This design comes from an exercise in tuning for small area, a short achievable clock period and few clock cycles on the open sky130 flow, not from production work. At most, simulation tests tie the RTL to the original design; equivalence was not proved. Only the layout flow was run in runs 1 and 3; the RTL was not checked for function there.

==> flow/design.v, too long to show whole: its modules and the start of the top module <==
// module pixel_calculator: 1745 lines
// module plane_mapper: 87 lines
// module pixel_scheduler: 31 lines
// module mandelbrot_engine: 138 lines
module mandelbrot_engine (
	input logic tb_clk,
	input logic rst_n,
	input logic start,
	input logic [75:0] region,
	input logic [8-1:0] max_iter,
	output logic busy,
	output logic pixel_valid,
	output logic frame_done,
	output logic [23:0] pixel
);
  // ...
==> flow/flow/run.sh <==
#!/bin/bash
# The standard layout (standard.sh), with two changes: the port buffers
# on buf_2 instead of the default delay buffer, and Yosys's synth run with
# -noabc, so its quick ABC pass does not rewrite the adder trees before ORFS
# extracts full adders (the final ABC mapping still runs). The constraints
# and the clock period are the standard flow's.
set -euo pipefail
export BUFFER_PORTS_ARGS="-buffer_cell sky130_fd_sc_hd__buf_2"
export SYNTH_ARGS="-noabc"
bash standard.sh > standard.log 2>&1
==> flow/standard.sh <==
#!/bin/bash
# synth_recipe.tcl (not shown) runs the flow's synth.tcl, then flattens the netlist and writes it again
# the make line also repeats each setting of config.mk as NAME=value (left out here)
make -C /OpenROAD-flow-scripts/flow DESIGN_CONFIG=/design/flow/config.mk WORK_HOME=/design/flow/orfs CLKGATE_MAP_FILE= SYNTH_SCRIPT=/design/flow/synth_recipe.tcl "${@:-finish}"
==> flow/config.mk <==
export PLATFORM = sky130hd
export DESIGN_NAME = mandelbrot_engine
export DESIGN_NICKNAME = mandelbrot_engine
export VERILOG_FILES = /design/flow/design.v
export SDC_FILE = /design/flow/constraint.sdc
export NUM_CORES = 4
export LEC_CHECK = 0
export ABC_AREA = 1
export CAP_MARGIN = 20
export CORE_MARGIN = 2
export CORE_UTILIZATION = 55
export CTS_CLUSTER_DIAMETER = 100
export CTS_CLUSTER_SIZE = 24
export PLACE_DENSITY = 0.7
export SLEW_MARGIN = 70
==> flow/constraint.sdc <==
create_clock -name core_clock -period 15.0 [get_ports {tb_clk}]
set_input_delay 3.0000 -clock core_clock [delete_from_list [all_inputs] [get_ports {tb_clk}]]
set_output_delay 3.0000 -clock core_clock [all_outputs]
set_load 0.01 [all_outputs]
==> results.toml, run 1 <==
[synth]
synthMostInstantiatedCell = "nand2_1"
synth_area_leaders = "fa_1, dfxtp_1, ha_1, edfxtp_1, nand2_1"
synth_edf_count = 106
synth_xor_area_share_pct = 2.44

[cells_and_area]
n_fill_cell = 7252
diodes = 0
final_core_utilization_pct = 59.5

[global_route]
use_met1_pct = 36.4
grt_use_total_pct = 26.2
grt_overflow = 0
top_usage_layer = "met2"

[floorplan]
core_area_mm2 = 0.0853
well_tap_count = 1144
row_count = 107

[status]
outcome = "finished clean"

[setup_path]
cp_common_cell = "fa_1"
endpoint = "unit[1].pixel_calculator_i.m_bp[5]$_DFF_P_"
critPathMaxStageDelay_ns = 0.52

[drt]
dr_wl_met3_um = 7110
top_layer = "met4"

[clocking]
cts_hold_buffers = 0

[min_path]
hp-start = "unit[1].pixel_calculator_i.m_si[4]$_DFF_P_"

[place]
gp_congestion = 0.908
dpl_worst_slack_ns = 10.13

[timing]
tightest_slew_ns = 0.437
tns_ns = 0
==> module mandelbrot_engine, before the edit <==
module mandelbrot_engine (
	input logic tb_clk,
	input logic rst_n,
	input logic start,
	input logic [75:0] region,
	input logic [8-1:0] max_iter,
	output logic busy,
	output logic pixel_valid,
	output logic frame_done,
	output logic [23:0] pixel
);
	localparam int NU = 2;
	logic [55:0] region_q;
	logic [7:0] mi_q;
	logic [7:0] mi_m1;
	logic mi_small;
	logic idle;
	logic frame_load;
	logic take;
	logic avail;
	logic avail_next;
	logic any_next;
	logic [7:0] map_x;
	logic [7:0] map_y;
	logic [12:0] map_cr;
	logic [12:0] map_ci;
	logic map_in_r;
	logic map_in_i;
	logic [NU-1:0] u_free;
	logic [NU-1:0] u_avail;
	logic [NU-1:0] u_take;
	logic [NU-1:0] u_req;
	logic [NU-1:0] u_ok;
	logic [NU-1:0] u_any;
	logic [23:0] u_data [NU];
	always_ff @(posedge tb_clk)
	begin
		if (idle)
		begin
			region_q <= {region[75:56], region[35:0]};
			mi_q <= max_iter;
		end
	end
	always_ff @(posedge tb_clk)
	begin
		mi_small <= (mi_q[7:1] == 7'd0);
		mi_m1 <= mi_q - 8'd1;
	end
	pixel_scheduler pixel_scheduler_i (
		.tb_clk(tb_clk),
		.rst_n(rst_n),
		.start(start),
		.avail_next(avail_next),
		.any_valid_next(any_next),
		.busy(busy),
		.idle(idle),
		.frame_load(frame_load),
		.frame_done(frame_done)
	);
	plane_mapper plane_mapper_i (
		.tb_clk(tb_clk),
		.rst_n(rst_n),
		.idle(idle),
		.frame_load(frame_load),
		.take(take),
		.origin_im(region[55:36]),
		.region_q(region_q),
		.x(map_x),
		.y(map_y),
		.cr(map_cr),
		.ci(map_ci),
		.in_r(map_in_r),
		.in_i(map_in_i),
		.avail(avail),
		.avail_next(avail_next)
	);
	always_comb
	begin
		for (int u = 0; u < NU; u++)
		begin
			u_avail[u] = avail;
			u_ok[u] = 1'b1;
			for (int v = 0; v < u; v++)
			begin
				if (u_free[v])
					u_avail[u] = 1'b0;
				if (u_req[v])
					u_ok[u] = 1'b0;
			end
		end
	end
	assign take = |u_take;
	assign any_next = |u_any;
	for (genvar u = 0; u < NU; u++)
	begin : unit
		pixel_calculator pixel_calculator_i (
			.tb_clk(tb_clk),
			.rst_n(rst_n),
			.mi_q(mi_q),
			.mi_small(mi_small),
			.mi_m1(mi_m1),
			.avail(u_avail[u]),
			.free(u_free[u]),
			.new_x(map_x),
			.new_y(map_y),
			.new_cr(map_cr),
			.new_ci(map_ci),
			.new_in_r(map_in_r),
			.new_in_i(map_in_i),
			.take(u_take[u]),
			.ret_req(u_req[u]),
			.ret_ok(u_ok[u]),
			.ret_data(u_data[u]),
			.any_next(u_any[u])
		);
	end
	logic [23:0] out_data;
	always_comb
	begin
		out_data = u_data[NU-1];
		for (int u = NU - 2; u >= 0; u--)
		begin
			if (u_req[u])
				out_data = u_data[u];
		end
	end
	always_ff @(posedge tb_clk)
	begin
		if (!rst_n)
			pixel_valid <= 1'b0;
		else
			pixel_valid <= |u_req;
	end
	always_ff @(posedge tb_clk)
	begin
		pixel <= out_data;
	end
endmodule
==> inputs of run 2 (changes only) <==
--- a/flow/design.v
+++ b/flow/design.v
@@ -73,39 +73,35 @@
 	logic pend;
 	assign ret_req = h_v && h_done;
 	assign ret_data = {h_x, h_y, (h_e && !mi_small) ? h_k : mi_q};
 	assign pend = ret_req && !ret_ok;
 	assign ins = !h_v || (h_done && ret_ok);
 	assign free = ins;
 	assign take = avail && ins;
 	assign vk = ins ? avail : 1'b1;
-	logic zsel;
-	assign zsel = !h_v || h_done;
-	assign zr = zsel ? (new_in_r ? {{2{new_cr[12]}}, new_cr} : 15'h4000) : h_zr;
-	assign zi = zsel ? (new_in_i ? {{2{new_ci[12]}}, new_ci} : 15'h4000) : h_zi;
-	assign cr = zsel ? new_cr : h_cr;
-	assign ci = zsel ? new_ci : h_ci;
-	assign sr = zsel ? SENT : h_sr;
-	assign si = zsel ? SENT : h_si;
+	assign zr = h_zr;
+	assign zi = h_zi;
+	assign cr = ins ? (new_in_r ? new_cr : 13'h1000) : h_cr;
+	assign ci = ins ? (new_in_i ? new_ci : 13'h1000) : h_ci;
+	assign sr = ins ? SENT : h_sr;
+	assign si = ins ? SENT : h_si;
 	assign xk = ins ? new_x : h_x;
 	assign yk = ins ? new_y : h_y;
-	logic [7:0] kc;
-	assign kc = pend ? h_k : h_k + 8'd1;
-	assign kk = ins ? 8'd1 : kc;
+	assign kk = pend ? h_k : h_k + 8'd1;
 	assign zr13 = zr[12:0];
 	assign zi13 = zi[12:0];
 	logic signed [14:0] zrs;
 	logic signed [14:0] zis;
 	assign zrs = zr;
 	assign zis = zi;
 	assign oor = (zrs > 15'sd2048) || (zrs < -15'sd2048) || (zis > 15'sd2048) || (zis < -15'sd2048);
 	assign match = (zr13 == sr) && (zi13 == si);
 	logic lim;
-	assign lim = mi_small || (kk >= mi_m1);
+	assign lim = mi_small || (!ins && (kk >= mi_m1));
 	assign save = (kk[1:0] == 2'd0) && (!kk[2] || (kk[7:4] == 4'd0));
 	logic [11:0] sqr_y;
 	assign sqr_y = zr13[11:0] ^ {12{zr13[12]}};
 	logic sqr_w1;
 	logic sqr_w2;
 	assign sqr_w1 = sqr_y[5] ^ (sqr_y[0] & sqr_y[9]);
 	assign sqr_w2 = sqr_y[5] & (sqr_y[0] & sqr_y[9]);
 	logic sqr_w3;
@@ -1193,40 +1189,40 @@
 		if (!rst_n)
 			m_v <= 1'b0;
 		else
 			m_v <= vk;
 	end
 	always_ff @(posedge tb_clk)
 	begin
 		m_pend <= pend;
-		m_early <= pend || oor || match || lim;
-		m_ef <= pend ? h_e : oor;
-		m_ar <= {1'b0, sqr_w132, sqr_w131, sqr_w129, sqr_w127, sqr_w125, sqr_w123, sqr_w121, sqr_w119, sqr_w117, sqr_w114, sqr_w112, sqr_w110, sqr_w108, sqr_w106};
-		m_br <= {1'b0, 1'b0, sqr_w130, sqr_w128, sqr_w126, sqr_w124, sqr_w122, sqr_w120, sqr_w118, sqr_w116, sqr_w115, sqr_w113, sqr_w111, sqr_w109, sqr_w107};
-		m_clr <= sqr_lo[10];
-		m_ai <= {1'b0, sqi_w132, sqi_w131, sqi_w129, sqi_w127, sqi_w125, sqi_w123, sqi_w121, sqi_w119, sqi_w117, sqi_w114, sqi_w112, sqi_w110, sqi_w108, sqi_w106};
-		m_bi <= {1'b0, 1'b0, sqi_w130, sqi_w128, sqi_w126, sqi_w124, sqi_w122, sqi_w120, sqi_w118, sqi_w116, sqi_w115, sqi_w113, sqi_w111, sqi_w109, sqi_w107};
-		m_cli <= sqi_lo[10];
-		m_ap <= {prd_w263, prd_w261, prd_w259, prd_w257, prd_w254, prd_w252, prd_w250, prd_w248, prd_w246, prd_w244, prd_w242, prd_w240, prd_w238, prd_w236, prd_w234};
-		m_bp <= {prd_w262, prd_w260, prd_w258, prd_w256, prd_w255, prd_w253, prd_w251, prd_w249, prd_w247, prd_w245, prd_w243, prd_w241, prd_w239, prd_w237, prd_w235};
-		m_clp <= prd_lo[9];
+		m_early <= pend || ((oor || match) && !ins) || lim;
+		m_ef <= pend ? h_e : (oor && !ins);
+		m_ar <= {1'b0, sqr_w132, sqr_w131, sqr_w129, sqr_w127, sqr_w125, sqr_w123, sqr_w121, sqr_w119, sqr_w117, sqr_w114, sqr_w112, sqr_w110, sqr_w108, sqr_w106} & {15{!ins}};
+		m_br <= {1'b0, 1'b0, sqr_w130, sqr_w128, sqr_w126, sqr_w124, sqr_w122, sqr_w120, sqr_w118, sqr_w116, sqr_w115, sqr_w113, sqr_w111, sqr_w109, sqr_w107} & {15{!ins}};
+		m_clr <= sqr_lo[10] && !ins;
+		m_ai <= {1'b0, sqi_w132, sqi_w131, sqi_w129, sqi_w127, sqi_w125, sqi_w123, sqi_w121, sqi_w119, sqi_w117, sqi_w114, sqi_w112, sqi_w110, sqi_w108, sqi_w106} & {15{!ins}};
+		m_bi <= {1'b0, 1'b0, sqi_w130, sqi_w128, sqi_w126, sqi_w124, sqi_w122, sqi_w120, sqi_w118, sqi_w116, sqi_w115, sqi_w113, sqi_w111, sqi_w109, sqi_w107} & {15{!ins}};
+		m_cli <= sqi_lo[10] && !ins;
+		m_ap <= {prd_w263, prd_w261, prd_w259, prd_w257, prd_w254, prd_w252, prd_w250, prd_w248, prd_w246, prd_w244, prd_w242, prd_w240, prd_w238, prd_w236, prd_w234} & {15{!ins}};
+		m_bp <= {prd_w262, prd_w260, prd_w258, prd_w256, prd_w255, prd_w253, prd_w251, prd_w249, prd_w247, prd_w245, prd_w243, prd_w241, prd_w239, prd_w237, prd_w235} & {15{!ins}};
+		m_clp <= prd_lo[9] && !ins;
 		m_cr <= cr;
 		m_ci <= ci;
-		m_sr <= save ? zr13 : sr;
-		m_si <= save ? zi13 : si;
+		m_sr <= (save && !ins) ? zr13 : sr;
+		m_si <= (save && !ins) ? zi13 : si;
 		m_x <= xk;
 		m_y <= yk;
 	end
 	always_ff @(posedge tb_clk)
 	begin
 		if (ins)
-			m_k <= 8'd1;
+			m_k <= 8'd0;
 		else
-			m_k <= kc;
+			m_k <= kk;
 	end
 	logic ezr_w1;
 	logic ezr_w2;
 	assign ezr_w1 = m_ar[0] ^ m_br[0] ^ ~m_ai[0];
 	assign ezr_w2 = (m_ar[0] & m_br[0]) | (~m_ai[0] & (m_ar[0] ^ m_br[0]));
 	logic ezr_w3;
 	logic ezr_w4;
 	assign ezr_w3 = m_ar[1] ^ m_br[1] ^ ~m_ai[1];
@@ -1890,17 +1886,17 @@
 	input logic start,
 	input logic [75:0] region,
 	input logic [8-1:0] max_iter,
 	output logic busy,
 	output logic pixel_valid,
 	output logic frame_done,
 	output logic [23:0] pixel
 );
-	localparam int NU = 2;
+	localparam int NU = 3;
 	logic [55:0] region_q;
 	logic [7:0] mi_q;
 	logic [7:0] mi_m1;
 	logic mi_small;
 	logic idle;
 	logic frame_load;
 	logic take;
 	logic avail;
==> flow/flow/run.sh (replaced) <==
#!/bin/bash
# The standard layout (standard.sh) with three changes: the port buffers
# on buf_2, the delay buffers marked don't-use so repairs use plain buffers,
# and Yosys's synth run with -noabc, so its quick ABC pass does not rewrite
# the adder trees before ORFS extracts full adders (the final ABC mapping
# still runs). The constraints and the clock period are the standard flow's.
set -euo pipefail
export BUFFER_PORTS_ARGS="-buffer_cell sky130_fd_sc_hd__buf_2"
export DONT_USE_CELLS="sky130_fd_sc_hd__clkdlybuf4s15_1 sky130_fd_sc_hd__clkdlybuf4s15_2 sky130_fd_sc_hd__clkdlybuf4s18_1 sky130_fd_sc_hd__clkdlybuf4s18_2 sky130_fd_sc_hd__clkdlybuf4s25_1 sky130_fd_sc_hd__clkdlybuf4s25_2 sky130_fd_sc_hd__clkdlybuf4s50_1 sky130_fd_sc_hd__clkdlybuf4s50_2"
export SYNTH_ARGS="-noabc"
bash standard.sh > standard.log 2>&1
==> flow/config.mk (replaced) <==
export PLATFORM = sky130hd
export DESIGN_NAME = mandelbrot_engine
export DESIGN_NICKNAME = mandelbrot_engine
export VERILOG_FILES = /design/flow/design.v
export SDC_FILE = /design/flow/constraint.sdc
export NUM_CORES = 4
export LEC_CHECK = 0
export ABC_AREA = 1
export CAP_MARGIN = 40
export CORE_MARGIN = 2
export CORE_UTILIZATION = 55
export CTS_CLUSTER_DIAMETER = 100
export CTS_CLUSTER_SIZE = 24
export PLACE_DENSITY = 0.7
export SLEW_MARGIN = 80
==> results.toml, run 2 <==
[setup_path]
cp_data_required_time_ns = 12.00
path_delay_family = "flip-flops"
cpMaxStageDelayCell = "dfxtp_1"
critPathMaxStageDelay_ns = 0.48
startpoint_type = "register"
critPathKind = "reg -> out"
critPathMaxFanout = 1
crit_chain = "buf_2"
cp.arrival_ns = 1.38
worst_setup_path_end_kind = "output pin"
crit_buf_inv = 1

[timing]
finalHoldViolCount = 0
tns_ns = 0
tightest_slew_ns = 0.288
rsz0062_at_grt = "false"
fin_skew_ns = 0.0546
fin_crit_ns = 4.38
post-route-period-util_pct = 29.2
slew_viol_final = 0
slew_headroom_pct = 80.6
max_freq_mhz = 228
setup_viol = 0
worst_slack_ns = 10.62

[cells_and_area]
finalNetCount = 9207
final_cell_mix = "inv_1, nand2_1, fa_1"
syn_to_final_growth_pct = 8.66
multi_input_area_mm2 = 0.0425
n_fill_cell = 10644
largest_reg_flops = 56
largest_register = "region_q"
seqCellArea_mm2 = 0.0211
fin_area_mm2 = 0.0752
final_cells = 9304
drive_gt1_share_pct = 8.98
final_common_cell = "inv_1"

[place]
gp_congestion = 0.883
dpl_cell_area_mm2 = 0.0730
dp.cells = 9204
dpl_worst_slack_ns = 11.18
portBuffers = 113
hpwl_um = 130000

[drt]
post_drt_via_cell_ratio = 5.14
wl_per_cell_um = 17.7
drt_iter0_markers = 3502
firstDrtPassIters = 5
drc = 0
vias = 47819
ant_nets = 0
wl_um = 164000

[synth]
synth_area_leaders = "fa_1, dfxtp_1, ha_1, inv_1, nand2_1"
ys_async_sr_fraction_pct = 0
seq_area_frac_synth_pct = 30.1
yosys.area.top_type = "fa_1"
synth_warnings = 5
syn_nets = 9219
synth_seq_cells = 988
synth_cells = 7626
synthFlopType = "dfxtp_1"
synth_edf_count = 106
synth_top_area_share_pct = 27.3
synth_area_mm2 = 0.0692
synthTopCellsByCount = "inv_1, nand2_1, fa_1, dfxtp_1, nor2_1"
synthMostInstantiatedCell = "inv_1"
ys_types = 57
synth.avg_cell_area_um2 = 9.07

[run]
cap_viol_max_count = 0

[clocking]
cts_max_level = 2
cts_buffer_depth = 3
cts-root-buf = "clkbuf_16"
cts_hold_buffers = 0
cts_resized = 0
clk_pin_slew_worst_paths_ns = 0.11
tritoncts = "yes"
clkSinkCount = 988
cts_setup_buffers = 0
clock_latency_ns = 0.71
cts_made_buffers = 53

[global_route]
grt_use_total_pct = 26.3
grt_overflow = 0
grt_pass1_vias = 49741
antenna_found_initial = 10
grt_pass1_wl_um = 266000
grt_max_degree = 60

[floorplan]
dieWidth_um = 359
die_h_um = 359
initial_utilization_pct = 55.2
core_area_mm2 = 0.125
row_count = 130
dieArea_mm2 = 0.129
io_pins = 114

[min_path]
hold_class = "reg -> reg"

[status]
outcome = "finished clean"
==> run 2: cell count changes after synthesis, sizes merged, moves of 20 or more <==
cell,before,now
ha,387,562
xor2,80,164
dfxtp,606,882
clkbuf,112,249
inv,626,1532
nor2,707,870
a31oi,18,38
o21ai,244,369
nand2,853,1277
a21oi,180,221
fa,630,944
==> run 2: metrics by stage <==
stage | hold WS, ns | util [%]
floorplan | 0.310 | -
CTS | 0.276 | 59.7
detailed placement | 0.312 | 58.3
global route | 0.294 | 60.0
global placement | 0.310 | 56.6
finish | 0.287 | 60.0
==> run 2: worst paths after layout <==
kind,start,end,slack [ns],depth (start not counted)
setup / recovery,pixel_scheduler_i.frame_done$_SDFF_PN0_,frame_done,10.62,1
hold / removal,unit[0].pixel_calculator_i.m_sr[5]$_DFF_P_,unit[0].pixel_calculator_i.h_sr[5]$_DFF_P_,0.29,0
setup reg to reg,unit[2].pixel_calculator_i.m_ai[1]$_DFF_P_,unit[2].pixel_calculator_i.h_zr[11]$_DFF_P_,11.28,15
hold reg to reg,unit[0].pixel_calculator_i.m_sr[5]$_DFF_P_,unit[0].pixel_calculator_i.h_sr[5]$_DFF_P_,0.29,0
==> run 2: logic make-up (layout without fill, tap and decap cells) <==
kind of cell,count (synthesis),in the layout,share of synthesized area [%]
AND/OR/NAND/NOR,2388,2388,13.9
flip-flops,988,988,30.1
AO/OA/AOI/OAI,712,712,5.78
XOR/XNOR,211,211,2.70
other,0,1,0
buffers and inverters,1821,1848,10.0
adder cells (fa/ha/maj),1506,1506,37.5
==> run 2: per-layer routing <==
layer | up-vias | share of wire (%) | global-route usage [%]
met5 | - | 0 | 0
li1 | 22871 | - | -
met4 | 0 | 3.4 | 8.45
met1 | 23525 | 43 | 35.7
met2 | 1183 | 48 | 44.2
met3 | 240 | 5.3 | 3.03
==> run 2: area by class of cell <==
type                       count  share of cell area [%]
sequential                   988                    28.1
clock buffer                  76                    1.94
multi-input combinational   4817                    56.6
tap                         1650                    2.75
clock inverter                18                   0.356
inverter                    1536                    7.71
timing repair buffer         218                    2.55
antenna                        1                 0.00333
Testbench counts of run 2, summed over its fixed seeds: cycles 117,479.
==> inputs of run 3 (changes only) <==
--- a/flow/design.v
+++ b/flow/design.v
@@ -1891,7 +1891,7 @@
 	output logic frame_done,
 	output logic [23:0] pixel
 );
-	localparam int NU = 3;
+	localparam int NU = 2;
 	logic [55:0] region_q;
 	logic [7:0] mi_q;
 	logic [7:0] mi_m1;
==> flow/flow/run.sh (replaced) <==
#!/bin/bash
# The standard layout (standard.sh), with two changes: the port buffers
# on buf_2 instead of the default delay buffer, and Yosys's synth run with
# -noabc, so its quick ABC pass does not rewrite the adder trees before ORFS
# extracts full adders (the final ABC mapping still runs). The constraints
# and the clock period are the standard flow's.
set -euo pipefail
export BUFFER_PORTS_ARGS="-buffer_cell sky130_fd_sc_hd__buf_2"
export SYNTH_ARGS="-noabc"
bash standard.sh > standard.log 2>&1
--- a/flow/config.mk
+++ b/flow/config.mk
@@ -6,10 +6,10 @@
 export NUM_CORES = 4
 export LEC_CHECK = 0
 export ABC_AREA = 1
-export CAP_MARGIN = 40
+export CAP_MARGIN = 20
 export CORE_MARGIN = 2
 export CORE_UTILIZATION = 55
 export CTS_CLUSTER_DIAMETER = 100
 export CTS_CLUSTER_SIZE = 24
 export PLACE_DENSITY = 0.7
-export SLEW_MARGIN = 80
+export SLEW_MARGIN = 70
==> results.toml, run 3 <==
[min_path]
hp-start = "unit[1].pixel_calculator_i.m_k[0]$_SDFF_PP0_"
hold_class = "reg -> reg"
worst_hold_path.endpoint = "unit[1].pixel_calculator_i.h_k[0]$_DFF_P_"
hold_depth = 0

[timing]
rsz0062_at_grt = "false"
finalHoldViolCount = 0
slew_viol_final = 0
fin_skew_ns = 0.0385
post-route-period-util_pct = 28.0
tightest_slew_ns = 0.477
slew_headroom_pct = 68.0
tns_ns = 0
fin_crit_ns = 4.19
setup_viol = 0
max_freq_mhz = 238

[synth]
yosys.area.top_type = "fa_1"
ys_async_sr_fraction_pct = 0
synthMostInstantiatedCell = "inv_1"
synthMuxAreaShare_pct = 0
synth_warnings = 5
synth_area_mm2 = 0.0488
syn_nets = 6488
synth.avg_cell_area_um2 = 9.07
synth_edf_count = 106
synth_top_area_share_pct = 25.8
synth_cells = 5383
seq_area_frac_synth_pct = 31.4
synth_area_leaders = "fa_1, dfxtp_1, ha_1, inv_1, nand2_1"
synth_compound_gate_area_share_pct = 5.49
synthFlopType = "dfxtp_1"
ys_types = 59
synth_seq_cells = 712
synthAdderAreaFrac_pct = 35.8
synth_top_family_by_area = "adder cells"
synth_xor_area_share_pct = 2.82
synthTopCellsByCount = "inv_1, nand2_1, fa_1, dfxtp_1, nor2_1"
yosys.area_share.simple_pct = 14.8

[run]
cap_viol_max_count = 0

[cells_and_area]
largest_reg_flops = 56
largest_register = "region_q"
syn_to_final_growth_pct = 6.04
final_cell_mix = "inv_1, nand2_1, fa_1"
fin_area_mm2 = 0.0518
drive_gt1_share_pct = 6.85
finalNetCount = 6468
final_common_cell = "inv_1"

[global_route]
grt_pass1_wl_um = 178000
antenna_found_initial = 4
grt_pass1_vias = 33820
grt_max_degree = 72
grt_overflow = 0
grt_use_total_pct = 24.7

[clocking]
cts_setup_buffers = 0
cts_max_level = 2
cts_made_buffers = 37
cts_buffer_depth = 3
cts_hold_buffers = 0
clkSinkCount = 712
tritoncts = "yes"
cts-root-buf = "clkbuf_16"
clock_latency_ns = 0.63
cts_resized = 0
clk_pin_slew_worst_paths_ns = 0.11

[setup_path]
reg2reg_to = "unit[1].pixel_calculator_i.h_zr[11]$_DFF_P_"
cpMaxStageDelayCell = "dfxtp_1"
critPathMaxStageDelay_ns = 0.41
cp.arrival_ns = 1.19
critPathKind = "reg -> out"
crit_chain = "buf_2"
regToRegSetupSlack_ns = 11.10
timing.rr.start = "unit[1].pixel_calculator_i.m_ai[1]$_DFF_P_"
worst_setup_path_end_kind = "output pin"
ff2ff_path_depth = 16
cp_data_required_time_ns = 12.00
startpoint_type = "register"
critPathMaxFanout = 1
crit_buf_inv = 1
path_delay_family = "flip-flops"

[floorplan]
dieWidth_um = 302
die_h_um = 302
row_count = 109
initial_utilization_pct = 55.3
dieArea_mm2 = 0.0912
core_area_mm2 = 0.0882
io_pins = 114

[drt]
drt_iter0_markers = 2288
vias = 33347
drc = 0
firstDrtPassIters = 7
wl_um = 108000
post_drt_via_cell_ratio = 5.09
wl_per_cell_um = 16.6
ant_nets = 0

[place]
gp_congestion = 0.929
hpwl_um = 84800
dpl_cell_area_mm2 = 0.0505
portBuffers = 113

[status]
outcome = "finished clean"
==> run 3: cell count changes after synthesis, moves of 13 or more <==
cell,before,now
a21oi_1,220,142
buf_2,20,7
clkbuf_1,249,178
dfxtp_1,882,606
fa_1,944,630
ha_1,562,388
inv_1,1522,1028
nand2_1,1241,950
nor2_1,865,598
nor3_1,51,34
o211ai_1,16,2
o21ai_0,297,212
o21ai_1,34,16
xor2_1,162,111
==> run 3: worst max-delay path by stage <==
stage	from	to	depth (start not counted)
floorplan	unit[0].pixel_calculator_i.h_zi[12]$_DFF_P_	unit[0].pixel_calculator_i.m_bi[3]$_DFF_P_	12
global placement	unit[1].pixel_calculator_i.h_zr[11]$_DFF_P_	unit[1].pixel_calculator_i.m_br[3]$_DFF_P_	10
detailed placement	unit[1].pixel_calculator_i.m_bi[1]$_DFF_P_	unit[1].pixel_calculator_i.h_zr[12]$_DFF_P_	14
CTS	pixel_scheduler_i.busy$_SDFF_PN0_	busy	1
global route	pixel_scheduler_i.busy$_SDFF_PN0_	busy	1
finish	pixel_scheduler_i.busy$_SDFF_PN0_	busy	1
==> run 3: cell type report <==
| class | instances | area (um2) |
|---|---|---|
| antenna | 2 | 5.00 |
| clock buffer | 50 | 1010 |
| clock inverter | 11 | 150 |
| fill | 7593 | 36500 |
| inverter | 1035 | 3890 |
| multi-input combinational | 3433 | 28900 |
| sequential | 712 | 15400 |
| tap | 1165 | 1460 |
| timing repair buffer | 144 | 942 |
==> run 3: kinds of logic after synthesis <==
logic type / count (synthesis)
buf+inv: 1238
simple gates: 1784
flops: 712
compound gates: 477
fa+ha+maj: 1018
xor+xnor: 154
==> run 3: stage by stage <==
step / setup WS [ns] / utilization (%) / std cells / hold WS [ns]
4_1_cts: 10.79 / 58.5 / 6548 / 0.329
2_1_floorplan: 11.18 / - / 5383 / 0.310
3_5_place_dp: 11.17 / 57.2 / 6487 / 0.312
3_3_place_gp: 11.10 / 56.8 / 6477 / 0.310
5_1_grt: 10.77 / 58.7 / 6550 / 0.330
6_report: 10.81 / 58.7 / 6552 / 0.327
==> run 3: layer usage <==
layer	wire [um]	track usage (%)	share of wire, %	up-vias
met1	49600	35.2	46	16185
met4	2650	6.13	2.4	2
met2	51100	40.8	47	807
met3	5070	2.51	4.7	152
met5	13	0	0.012	-
li1	-	-	-	16201
==> inputs of run 4 (changes only) <==
--- a/flow/design.v
+++ b/flow/design.v
@@ -1891,7 +1891,7 @@
 	output logic frame_done,
 	output logic [23:0] pixel
 );
-	localparam int NU = 2;
+	localparam int NU = 3;
 	logic [55:0] region_q;
 	logic [7:0] mi_q;
 	logic [7:0] mi_m1;
--- a/flow/config.mk
+++ b/flow/config.mk
@@ -7,6 +7,7 @@
 export LEC_CHECK = 0
 export ABC_AREA = 1
 export CAP_MARGIN = 20
+export CORE_ASPECT_RATIO = 0.25
 export CORE_MARGIN = 2
 export CORE_UTILIZATION = 55
 export CTS_CLUSTER_DIAMETER = 100
==> results.toml, run 4 <==
[synth]
ys_types = 57
synth_cells = 7626
synthMostInstantiatedCell = "inv_1"
synth_top_area_share_pct = 27.3
seq_area_frac_synth_pct = 30.1
synth.avg_cell_area_um2 = 9.07
synth_seq_cells = 988
ys_async_sr_fraction_pct = 0
synth_area_leaders = "fa_1, dfxtp_1, ha_1, inv_1, nand2_1"
synth_edf_count = 106
synth_area_mm2 = 0.0692
synth_warnings = 5
synthFlopType = "dfxtp_1"
synthTopCellsByCount = "inv_1, nand2_1, fa_1, dfxtp_1, nor2_1"
yosys.area.top_type = "fa_1"
syn_nets = 9219

[status]
outcome = "finished clean"

[floorplan]
io_pins = 114
dieArea_mm2 = 0.129
die_h_um = 181
initial_utilization_pct = 56.1
dieWidth_um = 713
row_count = 64
core_area_mm2 = 0.123

[timing]
post-route-period-util_pct = 28.4
whs_ns = 0.323
tightest_slew_ns = 0.489
fin_skew_ns = 0.0478
max_freq_mhz = 235
finalHoldViolCount = 0
tns_ns = 0
slew_viol_final = 0
setup_viol = 0
slew_headroom_pct = 67.3
rsz0062_at_grt = "false"
fin_crit_ns = 4.26

[drt]
wl_um = 182000
drc = 0
firstDrtPassIters = 6
ant_nets = 0
wl_per_cell_um = 19.6
drt_iter0_markers = 4302
post_drt_via_cell_ratio = 5.25
vias = 48760

[setup_path]
cp.arrival_ns = 1.26
crit_chain = "buf_2"
critPathMaxStageDelay_ns = 0.41
worst_setup_path_end_kind = "output pin"
critPathMaxFanout = 1
crit_buf_inv = 1
cpMaxStageDelayCell = "dfxtp_1"
cp_data_required_time_ns = 12.00
startpoint_type = "register"
critPathKind = "reg -> out"
path_delay_family = "flip-flops"

[clocking]
cts_setup_buffers = 0
cts_buffer_depth = 3
cts_hold_buffers = 0
cts-root-buf = "clkbuf_16"
tritoncts = "yes"
clk_pin_slew_worst_paths_ns = 0.11
cts_made_buffers = 47
cts_max_level = 2
clkSinkCount = 988
clock_latency_ns = 0.69
cts_resized = 0

[cells_and_area]
n_fill_cell = 10624
final_cell_mix = "inv_1, nand2_1, fa_1"
finalNetCount = 9170
largest_reg_flops = 56
syn_to_final_growth_pct = 5.84
fin_area_mm2 = 0.0732
drive_gt1_share_pct = 6.56
largest_register = "region_q"
final_core_utilization_pct = 59.3
final_common_cell = "inv_1"

[global_route]
grt_overflow = 0
grt_pass1_wl_um = 285000
grt_max_degree = 62
antenna_found_initial = 24
grt_pass1_vias = 49444
grt_use_total_pct = 28.7

[run]
cap_viol_max_count = 0

[place]
portBuffers = 113
hpwl_um = 144000
dpl_cell_area_mm2 = 0.0717
gp_congestion = 0.933

[min_path]
hold_class = "reg -> reg"
-- run 4: cell count changes in the layout (fill, tap and decap cells not counted), moves of 51 or more --
cell	before	now
inv_1	1027	1519
fa_1	630	944
dfxtp_1	562	837
nand2_1	945	1216
nor2_1	597	851
ha_1	356	512
o21ai_0	211	288
a21oi_1	142	215
xor2_1	110	161
-- run 4: cell families after synthesis --
| kind of cell | synth area share [%] |
|---|---|
| flip-flops | 30.1 |
| AND/OR/NAND/NOR | 13.9 |
| XOR/XNOR | 2.70 |
| adder cells (fa/ha/maj) | 37.5 |
| AO/OA/AOI/OAI | 5.78 |
| buffers and inverters | 10.0 |
-- run 4: final timing paths --
| check | startpoint | slack [ns] | end | cells past startpoint |
|---|---|---|---|---|
| worst max register to register | unit[1].pixel_calculator_i.h_zi[12]$_DFF_P_ | 10.80 | unit[1].pixel_calculator_i.m_bi[3]$_DFF_P_ | 11 |
| worst max-delay path | pixel_scheduler_i.frame_done$_SDFF_PN0_ | 10.74 | frame_done | 1 |
| worst min-delay path | unit[0].pixel_calculator_i.m_y[2]$_DFF_P_ | 0.32 | unit[0].pixel_calculator_i.h_y[2]$_DFF_P_ | 0 |
| worst min register to register | unit[0].pixel_calculator_i.m_y[2]$_DFF_P_ | 0.32 | unit[0].pixel_calculator_i.h_y[2]$_DFF_P_ | 0 |
-- run 4: routing by layer --
metal	vias up	routed length, um	track usage, %	part of all wire [%]
li1	22788	-	-	-
met1	24120	85400	43.6	47
met2	1609	73200	41.4	40
met3	221	20000	8.21	11
met4	22	2980	4.45	1.6
met5	-	129	0	0.071
-- run 4: layout make-up --
| class | count | area (um2) | area share [%] |
|---|---|---|---|
| repair buffers | 187 | 1280 | 1.75 |
| clock inverters | 3 | 45.0 | 0.0615 |
| inverters | 1536 | 5770 | 7.88 |
| diodes | 3 | 7.51 | 0.0103 |
| flip-flops and latches | 988 | 20900 | 28.6 |
| clock buffers | 65 | 1260 | 1.73 |
| multi-input cells | 4817 | 41800 | 57.1 |
| well taps | 1683 | 2110 | 2.88 |
-- run 4: stage by stage --
| stage | instances | worst slack, ns |
|---|---|---|
| final | 9282 | 10.74 |
| after global placement | 9192 | 10.75 |
| after floorplan | 7626 | 11.29 |
| after CTS | 9276 | 10.71 |
| after detailed placement | 9208 | 10.91 |
| after global routing | 9280 | 10.67 |
Testbench counts of run 4, summed over its fixed seeds: cycles 117,479.
==> inputs of run 5 (changes only) <==
--- a/flow/config.mk
+++ b/flow/config.mk
@@ -7,7 +7,6 @@
 export LEC_CHECK = 0
 export ABC_AREA = 1
 export CAP_MARGIN = 20
-export CORE_ASPECT_RATIO = 0.25
 export CORE_MARGIN = 2
 export CORE_UTILIZATION = 55
 export CTS_CLUSTER_DIAMETER = 100
==> results.toml, run 5 <==
[clocking]
cts_max_level = 2
cts_made_buffers = 53
clock_latency_ns = 0.70
clkSinkCount = 988
cts_hold_buffers = 0
cts_buffer_depth = 3
tritoncts = "yes"
cts_setup_buffers = 0
clk_pin_slew_worst_paths_ns = 0.10
cts-root-buf = "clkbuf_16"
cts_resized = 0

[cells_and_area]
syn_to_final_growth_pct = 5.95
final_cell_mix = "inv_1, nand2_1, fa_1"
finalNetCount = 9143
largest_register = "region_q"
final_common_cell = "inv_1"
final_cells = 9237
n_fill_cell = 10920
largest_reg_flops = 56
drive_gt1_share_pct = 6.46

[setup_path]
startpoint_type = "register"
crit_path_start = "pixel_scheduler_i.frame_done$_SDFF_PN0_"
endpoint = "frame_done"
path_delay_family = "flip-flops"
reg2reg_to = "unit[2].pixel_calculator_i.h_zr[11]$_DFF_P_"
critPathMaxFanout = 1
cp.depth = 1
cpMaxStageDelayCell = "dfxtp_1"
timing.rr.start = "unit[2].pixel_calculator_i.m_ai[1]$_DFF_P_"
ff2ff_path_depth = 15
regToRegSetupSlack_ns = 11.14
crit_chain = "buf_2"
cp.arrival_ns = 1.40
critPathKind = "reg -> out"
critPathMaxStageDelay_ns = 0.50
worst_setup_path_end_kind = "output pin"
crit_buf_inv = 1
cp_data_required_time_ns = 12.00

[floorplan]
row_count = 130
dieArea_mm2 = 0.129
initial_utilization_pct = 55.2
core_area_mm2 = 0.125
dieWidth_um = 359
io_pins = 114
die_h_um = 359

[timing]
fin_skew_ns = 0.0386
slew_headroom_pct = 67.6
finalHoldViolCount = 0
rsz0062_at_grt = "false"
fin_crit_ns = 4.40
tns_ns = 0
max_freq_mhz = 227
tightest_slew_ns = 0.486
whs_ns = 0.317
slew_viol_final = 0
post-route-period-util_pct = 29.3
setup_viol = 0

[synth]
yosys.area.top_type = "fa_1"
synth_top_area_share_pct = 27.3
synth_edf_count = 106
synthFlopType = "dfxtp_1"
synthTopCellsByCount = "inv_1, nand2_1, fa_1, dfxtp_1, nor2_1"
synthAdderAreaFrac_pct = 37.5
ys_types = 57
synth_area_leaders = "fa_1, dfxtp_1, ha_1, inv_1, nand2_1"
synth_warnings = 5
synth_xor_area_share_pct = 2.70
synth_seq_cells = 988
synth_cells = 7626
synthMuxAreaShare_pct = 0
synth.avg_cell_area_um2 = 9.07
synth_compound_gate_area_share_pct = 5.78
synth_top_family_by_area = "adder cells"
ys_async_sr_fraction_pct = 0
synth_area_mm2 = 0.0692
seq_area_frac_synth_pct = 30.1
synthMostInstantiatedCell = "inv_1"
yosys.area_share.simple_pct = 13.9
syn_nets = 9219

[global_route]
grt_pass1_wl_um = 263000
grt_use_total_pct = 26.0
grt_overflow = 0
antenna_found_initial = 8
grt_pass1_vias = 49080
grt_max_degree = 68

[place]
gp_congestion = 0.883
dp.cells = 9142
portBuffers = 113
hpwl_um = 127000

[drt]
drc = 0
wl_per_cell_um = 17.6
wl_um = 163000
post_drt_via_cell_ratio = 5.15
firstDrtPassIters = 6
ant_nets = 0
drt_iter0_markers = 3505
vias = 47543

[min_path]
hold_class = "reg -> reg"

[run]
cap_viol_max_count = 0

[status]
outcome = "finished clean"
==> run 5: cell type report <==
cell class / count / area [um2] / area share, %
multi-input cells: 4817 / 41700 / 56.9
flip-flops and latches: 988 / 21000 / 28.6
inverters: 1536 / 5780 / 7.88
well taps: 1650 / 2060 / 2.82
clock buffers: 64 / 1400 / 1.91
repair buffers: 154 / 1040 / 1.42
clock inverters: 21 / 308 / 0.420
diodes: 7 / 17.5 / 0.0239
==> run 5: cells by family (layout without fill, tap and decap cells) <==
| group | Yosys count | after routing |
|---|---|---|
| compound gates | 712 | 712 |
| xor+xnor | 211 | 211 |
| fa+ha+maj | 1506 | 1506 |
| buf+inv | 1821 | 1775 |
| flops | 988 | 988 |
| other cells | 0 | 7 |
| simple gates | 2388 | 2388 |
==> run 5: how the worst min path moves through the flow <==
stage                     slack (ns)  depth (start not counted)                                     endpoint                                         start
after detailed placement        0.31                          0    unit[0].pixel_calculator_i.h_k[3]$_DFF_P_  unit[0].pixel_calculator_i.m_k[3]$_SDFF_PP0_
after global routing            0.33                          0   unit[0].pixel_calculator_i.h_sr[5]$_DFF_P_    unit[0].pixel_calculator_i.m_sr[5]$_DFF_P_
after global placement          0.31                          0   unit[2].pixel_calculator_i.h_si[6]$_DFF_P_    unit[2].pixel_calculator_i.m_si[6]$_DFF_P_
after CTS                       0.32                          0  unit[2].pixel_calculator_i.h_si[10]$_DFF_P_   unit[2].pixel_calculator_i.m_si[10]$_DFF_P_
final                           0.32                          0   unit[0].pixel_calculator_i.h_sr[5]$_DFF_P_    unit[0].pixel_calculator_i.m_sr[5]$_DFF_P_
after floorplan                 0.31                          0    unit[0].pixel_calculator_i.h_k[0]$_DFF_P_  unit[0].pixel_calculator_i.m_k[0]$_SDFF_PP0_
==> run 5: per-layer routing <==
layer,wire length [um],up-vias,global-route usage (%)
met3,8980,228,3.04
met1,71300,23403,35.6
met5,0,-,0
met2,77200,1192,43.4
met4,5220,0,8.23
li1,-,22720,-
==> run 5: metrics by stage <==
step	area [um2]	util [%]	worst slack, ns
global placement	70800	56.6	10.89
finish	73300	58.5	10.60
floorplan	69200	-	11.29
global route	73300	58.5	10.56
CTS	73100	58.3	10.55
detailed placement	71400	57.0	11.16
==> inputs of run 6 (changes only) <==
--- a/flow/config.mk
+++ b/flow/config.mk
@@ -7,6 +7,7 @@
 export LEC_CHECK = 0
 export ABC_AREA = 1
 export CAP_MARGIN = 20
+export CORE_ASPECT_RATIO = 0.35
 export CORE_MARGIN = 2
 export CORE_UTILIZATION = 55
 export CTS_CLUSTER_DIAMETER = 100
==> results.toml, run 6 <==
[status]
outcome = "finished clean"

[setup_path]
crit_path_start = "pixel_scheduler_i.busy$_SDFF_PN0_"
crit_chain = "buf_2"
cp.depth = 1
critPathMaxStageDelay_ns = 0.46
ff2ff_path_depth = 11
crit_buf_inv = 1
reg2reg_to = "unit[0].pixel_calculator_i.m_bi[4]$_DFF_P_"
regToRegSetupSlack_ns = 11.04
critPathMaxFanout = 1
endpoint = "busy"
startpoint_type = "register"
worst_setup_path_end_kind = "output pin"
path_delay_family = "flip-flops"
cp.arrival_ns = 1.33
critPathKind = "reg -> out"
cpMaxStageDelayCell = "dfxtp_1"
timing.rr.start = "unit[0].pixel_calculator_i.h_zi[12]$_DFF_P_"
cp_data_required_time_ns = 12.00

[timing]
tightest_slew_ns = 0.469
slew_viol_final = 0
setup_viol = 0
slew_headroom_pct = 68.5
post-route-period-util_pct = 28.9
max_freq_mhz = 231
fin_crit_ns = 4.33
rsz0062_at_grt = "false"
whs_ns = 0.326
tns_ns = 0
fin_skew_ns = 0.0307
finalHoldViolCount = 0

[clocking]
cts_resized = 0
cts-root-buf = "clkbuf_16"
cts_setup_buffers = 0
clkSinkCount = 988
clk_pin_slew_worst_paths_ns = 0.10
cts_made_buffers = 47
cts_hold_buffers = 0
cts_buffer_depth = 3
cts_max_level = 2
clock_latency_ns = 0.70
tritoncts = "yes"

[floorplan]
io_pins = 114
row_count = 76
core_area_mm2 = 0.124
dieWidth_um = 603
die_h_um = 214
dieArea_mm2 = 0.129
initial_utilization_pct = 55.9

[synth]
synth_compound_gate_area_share_pct = 5.78
synth_top_family_by_area = "adder cells"
synthTopCellsByCount = "inv_1, nand2_1, fa_1, dfxtp_1, nor2_1"
synth_area_mm2 = 0.0692
yosys.area.top_type = "fa_1"
synth_warnings = 5
synth.avg_cell_area_um2 = 9.07
synth_seq_cells = 988
synth_area_leaders = "fa_1, dfxtp_1, ha_1, inv_1, nand2_1"
synth_edf_count = 106
yosys.area_share.simple_pct = 13.9
seq_area_frac_synth_pct = 30.1
synthMuxAreaShare_pct = 0
synthAdderAreaFrac_pct = 37.5
synthFlopType = "dfxtp_1"
ys_types = 57
synth_xor_area_share_pct = 2.70
synth_top_area_share_pct = 27.3
syn_nets = 9219
ys_async_sr_fraction_pct = 0
synth_cells = 7626
synthMostInstantiatedCell = "inv_1"

[cells_and_area]
final_cell_mix = "inv_1, nand2_1, fa_1"
drive_gt1_share_pct = 6.48
seqCellArea_mm2 = 0.0209
syn_to_final_growth_pct = 5.68
n_fill_cell = 10754
largest_reg_flops = 56
final_cells = 9250
final_core_utilization_pct = 59.0
final_common_cell = "inv_1"
finalNetCount = 9150
multi_input_area_mm2 = 0.0418
largest_register = "region_q"

[drt]
wl_um = 168000
firstDrtPassIters = 6
drc = 0
wl_per_cell_um = 18.2
post_drt_via_cell_ratio = 5.11
vias = 47236
drt_iter0_markers = 4607
ant_nets = 0

[global_route]
grt_max_degree = 70
grt_pass1_wl_um = 266000
grt_overflow = 0
antenna_found_initial = 8
grt_pass1_vias = 46476
grt_use_total_pct = 26.8

[min_path]
hold_class = "reg -> reg"

[run]
cap_viol_max_count = 0

[place]
portBuffers = 113
hpwl_um = 133000
dp.cells = 9178
gp_congestion = 0.922
## run 6: changes by cell type in the layout (fill, tap and decap cells not counted), moves of 5 or more
cell	before	now
nand2_2	39	45
buf_4	19	24
diode_2	7	1
dfxtp_1	814	820
clkbuf_16	54	47
clkinv_8	6	1
nand2_1	1221	1216
dfxtp_2	57	52
buf_12	4	9
## run 6: logic make-up after synthesis
logic type               count (synthesis)
AND/OR/NAND/NOR                       2388
buffers and inverters                 1821
adder cells (fa/ha/maj)               1506
flip-flops                             988
AO/OA/AOI/OAI                          712
XOR/XNOR                               211
## run 6: worst min path at each step
stage	startpoint	depth (start not counted)	to
2_1_floorplan	unit[0].pixel_calculator_i.m_k[0]$_SDFF_PP0_	0	unit[0].pixel_calculator_i.h_k[0]$_DFF_P_
3_3_place_gp	unit[1].pixel_calculator_i.m_sr[8]$_DFF_P_	0	unit[1].pixel_calculator_i.h_sr[8]$_DFF_P_
3_5_place_dp	unit[0].pixel_calculator_i.m_si[10]$_DFF_P_	0	unit[0].pixel_calculator_i.h_si[10]$_DFF_P_
4_1_cts	unit[1].pixel_calculator_i.m_k[4]$_SDFF_PP0_	0	unit[1].pixel_calculator_i.h_k[4]$_DFF_P_
5_1_grt	unit[0].pixel_calculator_i.m_x[1]$_DFF_P_	0	unit[0].pixel_calculator_i.h_x[1]$_DFF_P_
6_report	unit[2].pixel_calculator_i.m_k[3]$_SDFF_PP0_	0	unit[2].pixel_calculator_i.h_k[3]$_DFF_P_
## run 6: metrics by stage
stage	area [um2]	setup slack, ns
2_1_floorplan	69200	11.29
3_3_place_gp	70900	11.01
3_5_place_dp	71400	11.16
4_1_cts	72800	10.61
5_1_grt	73100	10.63
6_report	73100	10.67
## run 6: final cells by class
class / count / area share [%]
clock buffer: 60 / 1.68
sequential: 988 / 28.7
timing repair buffer: 167 / 1.58
tap: 1677 / 2.87
antenna: 1 / 0.00342
clock inverter: 4 / 0.132
inverter: 1536 / 7.90
multi-input combinational: 4817 / 57.2
## run 6: per-layer routing
layer | wire, um | GRT usage (%)
met5 | 44 | 0
met4 | 2060 | 3.53
met3 | 17200 | 7.34
met2 | 64400 | 36.3
met1 | 84400 | 42.8
==> inputs of run 7 (changes only) <==
--- a/flow/config.mk
+++ b/flow/config.mk
@@ -7,10 +7,9 @@
 export LEC_CHECK = 0
 export ABC_AREA = 1
 export CAP_MARGIN = 20
-export CORE_ASPECT_RATIO = 0.35
 export CORE_MARGIN = 2
-export CORE_UTILIZATION = 55
+export CORE_UTILIZATION = 60
 export CTS_CLUSTER_DIAMETER = 100
 export CTS_CLUSTER_SIZE = 24
-export PLACE_DENSITY = 0.7
+export PLACE_DENSITY = 0.75
 export SLEW_MARGIN = 70
==> results.toml, run 7 <==
[place]
portBuffers = 113
dpl_cell_area_mm2 = 0.0712
hpwl_um = 124000
gp_congestion = 0.899
dpl_worst_slack_ns = 11.14

[drt]
ant_nets = 0
post_drt_via_cell_ratio = 5.26
wl_per_cell_um = 17.5
wl_um = 160000
drc = 0
drt_iter0_markers = 3460
firstDrtPassIters = 6
vias = 47834

[cells_and_area]
fin_area_mm2 = 0.0729
drive_gt1_share_pct = 6.27
final_cell_mix = "inv_1, nand2_1, fa_1"
finalNetCount = 9140
largest_register = "region_q"
syn_to_final_growth_pct = 5.46
largest_reg_flops = 56
final_common_cell = "inv_1"

[synth]
synth_area_mm2 = 0.0692
seq_area_frac_synth_pct = 30.1
syn_nets = 9219
synth_cells = 7626
synth_seq_cells = 988
synthTopCellsByCount = "inv_1, nand2_1, fa_1, dfxtp_1, nor2_1"
synthFlopType = "dfxtp_1"
yosys.area.top_type = "fa_1"
ys_async_sr_fraction_pct = 0
synth_edf_count = 106
synthMostInstantiatedCell = "inv_1"
synth_warnings = 5
synth.avg_cell_area_um2 = 9.07
synth_top_area_share_pct = 27.3
ys_types = 57
synth_area_leaders = "fa_1, dfxtp_1, ha_1, inv_1, nand2_1"

[timing]
tns_ns = 0
rsz0062_at_grt = "false"
finalHoldViolCount = 0
slew_headroom_pct = 69.8
fin_skew_ns = 0.0592
fin_crit_ns = 4.37
max_freq_mhz = 229
tightest_slew_ns = 0.452
slew_viol_final = 0
worst_slack_ns = 10.63
post-route-period-util_pct = 29.1
setup_viol = 0
whs_ns = 0.323

[status]
outcome = "finished clean"

[floorplan]
initial_utilization_pct = 60.5
die_h_um = 344
dieWidth_um = 344
row_count = 124
core_area_mm2 = 0.114
dieArea_mm2 = 0.118
io_pins = 114

[clocking]
cts_setup_buffers = 0
cts_resized = 0
clock_latency_ns = 0.70
cts_made_buffers = 50
cts_hold_buffers = 0
clkSinkCount = 988
clk_pin_slew_worst_paths_ns = 0.10
cts_buffer_depth = 3
cts-root-buf = "clkbuf_16"
cts_max_level = 2
tritoncts = "yes"

[global_route]
grt_use_total_pct = 27.8
grt_max_degree = 71
grt_overflow = 0
grt_pass1_wl_um = 259000
grt_pass1_vias = 49732
antenna_found_initial = 9

[setup_path]
crit_path_start = "pixel[4]$_DFF_P_"
worst_setup_path_end_kind = "output pin"
endpoint = "pixel[4]"
cp.depth = 1
cp.arrival_ns = 1.37
ff2ff_path_depth = 14
startpoint_type = "register"
critPathMaxStageDelay_ns = 0.49
critPathKind = "reg -> out"
cp_data_required_time_ns = 12.00
timing.rr.start = "unit[1].pixel_calculator_i.m_bi[1]$_DFF_P_"
regToRegSetupSlack_ns = 11.11
reg2reg_to = "unit[1].pixel_calculator_i.h_zr[12]$_DFF_P_"
crit_buf_inv = 1
path_delay_family = "flip-flops"
cpMaxStageDelayCell = "dfxtp_1"
critPathMaxFanout = 1
crit_chain = "buf_2"

[min_path]
hold_class = "reg -> reg"

[run]
cap_viol_max_count = 0
## run 7: cell count changes in the layout (fill, tap and decap cells not counted), moves of 4 or more
cell      previous run  this run
buf_4               24        14
ha_1               516       524
ha_2                46        38
dfxtp_1            820       813
diode_2              1         8
nand2_1           1216      1221
clkinv_8             1         5
dfxtp_2             52        56
nand2_2             45        41
o21ai_0            289       293
xor2_1             156       160
xor2_2               8         4
## run 7: routing by layer
metal	global-route usage, %	vias up	part of all wire, %
met5	0	-	0.038
met3	4.22	301	6.1
met2	46.3	1377	48
met1	36.9	23403	42
li1	-	22743	-
met4	10.8	10	4.3
## run 7: worst min path at each step
stage / start / endpoint / slack [ns] / cells after the start
CTS: unit[1].pixel_calculator_i.m_sr[5]$_DFF_P_ / unit[1].pixel_calculator_i.h_sr[5]$_DFF_P_ / 0.32 / 0
global placement: unit[0].pixel_calculator_i.m_sr[1]$_DFF_P_ / unit[0].pixel_calculator_i.h_sr[1]$_DFF_P_ / 0.31 / 0
floorplan: unit[0].pixel_calculator_i.m_k[0]$_SDFF_PP0_ / unit[0].pixel_calculator_i.h_k[0]$_DFF_P_ / 0.31 / 0
global route: unit[1].pixel_calculator_i.m_sr[5]$_DFF_P_ / unit[1].pixel_calculator_i.h_sr[5]$_DFF_P_ / 0.33 / 0
detailed placement: unit[0].pixel_calculator_i.m_k[4]$_SDFF_PP0_ / unit[0].pixel_calculator_i.h_k[4]$_DFF_P_ / 0.31 / 0
finish: unit[1].pixel_calculator_i.m_sr[5]$_DFF_P_ / unit[1].pixel_calculator_i.h_sr[5]$_DFF_P_ / 0.32 / 0
## run 7: kinds of logic (layout without fill, tap and decap cells)
group / after synthesis / after routing / synth area share, %
compound gates: 712 / 712 / 5.78
xor+xnor: 211 / 211 / 2.70
other cells: 0 / 8 / 0
buf+inv: 1821 / 1769 / 10.0
flops: 988 / 988 / 30.1
fa+ha+maj: 1506 / 1506 / 37.5
simple gates: 2388 / 2388 / 13.9
## run 7: layout make-up
type                            instances  area (um2)
Inverter                             1536        5780
Clock inverter                         16         219
Tap cell                             1512        1890
Antenna cell                            8        20.0
Clock buffer                           63        1310
Timing Repair Buffer                  154        1060
Fill cell                            9172       41400
Sequential cell                       988       21000
Multi-Input combinational cell       4817       41700
## run 7: through the flow
stage	utilization, %	instances
2_1_floorplan	-	7626
3_3_place_gp	61.8	8986
3_5_place_dp	62.3	9003
4_1_cts	63.6	9082
5_1_grt	63.8	9086
6_report	63.8	9094
==> inputs of run 8 (changes only) <==
--- a/flow/config.mk
+++ b/flow/config.mk
@@ -7,9 +7,8 @@
 export LEC_CHECK = 0
 export ABC_AREA = 1
 export CAP_MARGIN = 20
+export CORE_ASPECT_RATIO = 0.5
 export CORE_MARGIN = 2
-export CORE_UTILIZATION = 60
-export CTS_CLUSTER_DIAMETER = 100
-export CTS_CLUSTER_SIZE = 24
-export PLACE_DENSITY = 0.75
+export CORE_UTILIZATION = 55
+export PLACE_DENSITY = 0.7
 export SLEW_MARGIN = 70
==> results.toml, run 8 <==
[cells_and_area]
largest_reg_flops = 56
final_cells = 9345
final_cell_mix = "inv_1, nand2_1, fa_1"
final_common_cell = "inv_1"
finalNetCount = 9188
largest_register = "region_q"
syn_to_final_growth_pct = 8.01
drive_gt1_share_pct = 7.26

[status]
outcome = "finished clean"

[global_route]
grt_pass1_vias = 48469
grt_max_degree = 74
grt_use_total_pct = 26.0
grt_pass1_wl_um = 262000
antenna_found_initial = 7
grt_overflow = 0

[setup_path]
reg2reg_to = "unit[2].pixel_calculator_i.m_br[3]$_DFF_P_"
worst_setup_path_end_kind = "output pin"
ff2ff_path_depth = 11
critPathKind = "reg -> out"
critPathMaxStageDelay_ns = 0.38
timing.rr.start = "unit[2].pixel_calculator_i.h_zr[12]$_DFF_P_"
startpoint_type = "register"
endpoint = "busy"
path_delay_family = "flip-flops"
cp_data_required_time_ns = 12.00
cpMaxStageDelayCell = "dfxtp_1"
crit_path_start = "pixel_scheduler_i.busy$_SDFF_PN0_"
cp.depth = 1
regToRegSetupSlack_ns = 11.26
crit_buf_inv = 1
cp.arrival_ns = 1.32
crit_chain = "buf_2"
critPathMaxFanout = 1

[drt]
ant_nets = 0
drc = 0
drt_iter0_markers = 3256
firstDrtPassIters = 5
post_drt_via_cell_ratio = 5.08
wl_per_cell_um = 17.5
wl_um = 163000
vias = 47472

[clocking]
cts-root-buf = "clkbuf_16"
clock_latency_ns = 0.73
clkSinkCount = 988
cts_setup_buffers = 0
tritoncts = "yes"
cts_resized = 0
cts_max_level = 3
cts_made_buffers = 92
cts_hold_buffers = 0
clk_pin_slew_worst_paths_ns = 0.07
cts_buffer_depth = 3

[timing]
fin_skew_ns = 0.0352
slew_headroom_pct = 68.9
max_freq_mhz = 231
setup_viol = 0
fin_crit_ns = 4.32
rsz0062_at_grt = "false"
tightest_slew_ns = 0.466
whs_ns = 0.309
tns_ns = 0
post-route-period-util_pct = 28.8
finalHoldViolCount = 0
slew_viol_final = 0

[synth]
synthTopCellsByCount = "inv_1, nand2_1, fa_1, dfxtp_1, nor2_1"
synth_top_area_share_pct = 27.3
seq_area_frac_synth_pct = 30.1
synth_warnings = 5
synth_edf_count = 106
synth_seq_cells = 988
synth_cells = 7626
yosys.area.top_type = "fa_1"
synthMostInstantiatedCell = "inv_1"
syn_nets = 9219
ys_async_sr_fraction_pct = 0
synth_area_leaders = "fa_1, dfxtp_1, ha_1, inv_1, nand2_1"
synth.avg_cell_area_um2 = 9.07
synthFlopType = "dfxtp_1"
synth_area_mm2 = 0.0692
ys_types = 57

[floorplan]
initial_utilization_pct = 55.8
row_count = 91
core_area_mm2 = 0.124
dieArea_mm2 = 0.129
dieWidth_um = 506
die_h_um = 255
io_pins = 114

[place]
portBuffers = 113
hpwl_um = 125000
dp.cells = 9171
gp_congestion = 0.972

[min_path]
hold_class = "reg -> reg"

[run]
cap_viol_max_count = 0
-- run 8: cell count changes in the layout (fill, tap and decap cells not counted), sizes merged --
cell / delta
bufinv: +2
clkinv: +12
clkbuf: +63
buf: +5
diode: -4
clkinvlp: +4
inv: +7
-- run 8: worst min path at each step --
stage | start | endpoint | cells after the start
3_3_place_gp | unit[2].pixel_calculator_i.m_x[5]$_DFF_P_ | unit[2].pixel_calculator_i.h_x[5]$_DFF_P_ | 0
5_1_grt | unit[2].pixel_calculator_i.m_si[4]$_DFF_P_ | unit[2].pixel_calculator_i.h_si[4]$_DFF_P_ | 0
2_1_floorplan | unit[0].pixel_calculator_i.m_k[0]$_SDFF_PP0_ | unit[0].pixel_calculator_i.h_k[0]$_DFF_P_ | 0
4_1_cts | unit[2].pixel_calculator_i.m_si[4]$_DFF_P_ | unit[2].pixel_calculator_i.h_si[4]$_DFF_P_ | 0
6_report | unit[2].pixel_calculator_i.m_si[4]$_DFF_P_ | unit[2].pixel_calculator_i.h_si[4]$_DFF_P_ | 0
3_5_place_dp | unit[1].pixel_calculator_i.m_k[0]$_SDFF_PP0_ | unit[1].pixel_calculator_i.h_k[0]$_DFF_P_ | 0
-- run 8: logic make-up after synthesis --
kind of cell,count (synthesis),share of synthesized area (%)
and+or+nand+nor,2388,13.9
buffers and inverters,1821,10.0
adders and majority gates,1506,37.5
DFF,988,30.1
AOI/OAI and AO/OA,712,5.78
xor gates and xnor gates,211,2.70
-- run 8: metrics by stage --
step | setup WS (ns) | util (%) | area (um2)
floorplan | 11.29 | - | 69200
global placement | 11.06 | 57.2 | 70900
detailed placement | 11.14 | 57.6 | 71400
CTS | 10.64 | 60.1 | 74500
global route | 10.66 | 60.2 | 74700
finish | 10.68 | 60.3 | 74700
-- run 8: layout make-up --
cell class,instances,area [um2]
antenna,4,10.0
clock buffer,125,2630
clock inverter,41,469
fill,10562,49300
inverter,1536,5780
multi-input combinational,4817,41700
sequential,988,20900
tap,1674,2090
timing repair buffer,160,1080
-- run 8: layer usage --
| layer | track usage [%] | vias to the layer above | share of wire [%] |
|---|---|---|---|
| met5 | 0 | - | 0.0074 |
| met4 | 6.60 | 2 | 2.6 |
| met3 | 4.57 | 269 | 5.7 |
| met2 | 43.1 | 1220 | 47 |
| met1 | 35.5 | 23089 | 45 |
| li1 | - | 22892 | - |

-- re-timing with driven ports --
The flow's constraints put no driver on any port. The routed layouts listed below were extracted and timed again, unchanged, in two steps.
Step 1 (the two cells are an assumption about what drives the block):
set clk [get_ports {tb_clk}]
set_driving_cell -lib_cell sky130_fd_sc_hd__clkbuf_16 $clk
set_driving_cell -lib_cell sky130_fd_sc_hd__buf_2 [delete_from_list [all_inputs] $clk]
Step 2, shift: input delay + t, output delay - t, t = (earliest + latest rising clock arrival at the registers) / 2. This alone moves slack from input paths to output paths.
Three values: no drivers, after step 1, after step 2; two values: the first two.
run | shift t [ns] | setup WS [ns] | hold slack, ns
run 1 | 0.667 | 10.056 / 10.056 / 10.056 | 0.330 / 0.330 / 0.330
run 2 | 0.758 | 10.618 / 10.538 / 11.136 | 0.287 / 0.287 / 0.287
run 3 | 0.673 | 10.806 / 10.738 / 11.095 | 0.327 / 0.327 / 0.327
run 4 | 0.742 | 10.742 / 10.666 / 10.803 | 0.323 / 0.323 / 0.323
run 5 | 0.764 | 10.600 / 10.517 / 11.136 | 0.317 / 0.317 / 0.317
run 6 | 0.758 | 10.669 / 10.596 / 11.043 | 0.326 / 0.326 / 0.326
run 7 | 0.754 | 10.628 / 10.551 / 11.112 | 0.323 / 0.323 / 0.323
run 8 | 0.802 | 10.676 / 10.595 / 11.257 | 0.309 / 0.309 / 0.309
After both steps every run listed still meets setup and hold.
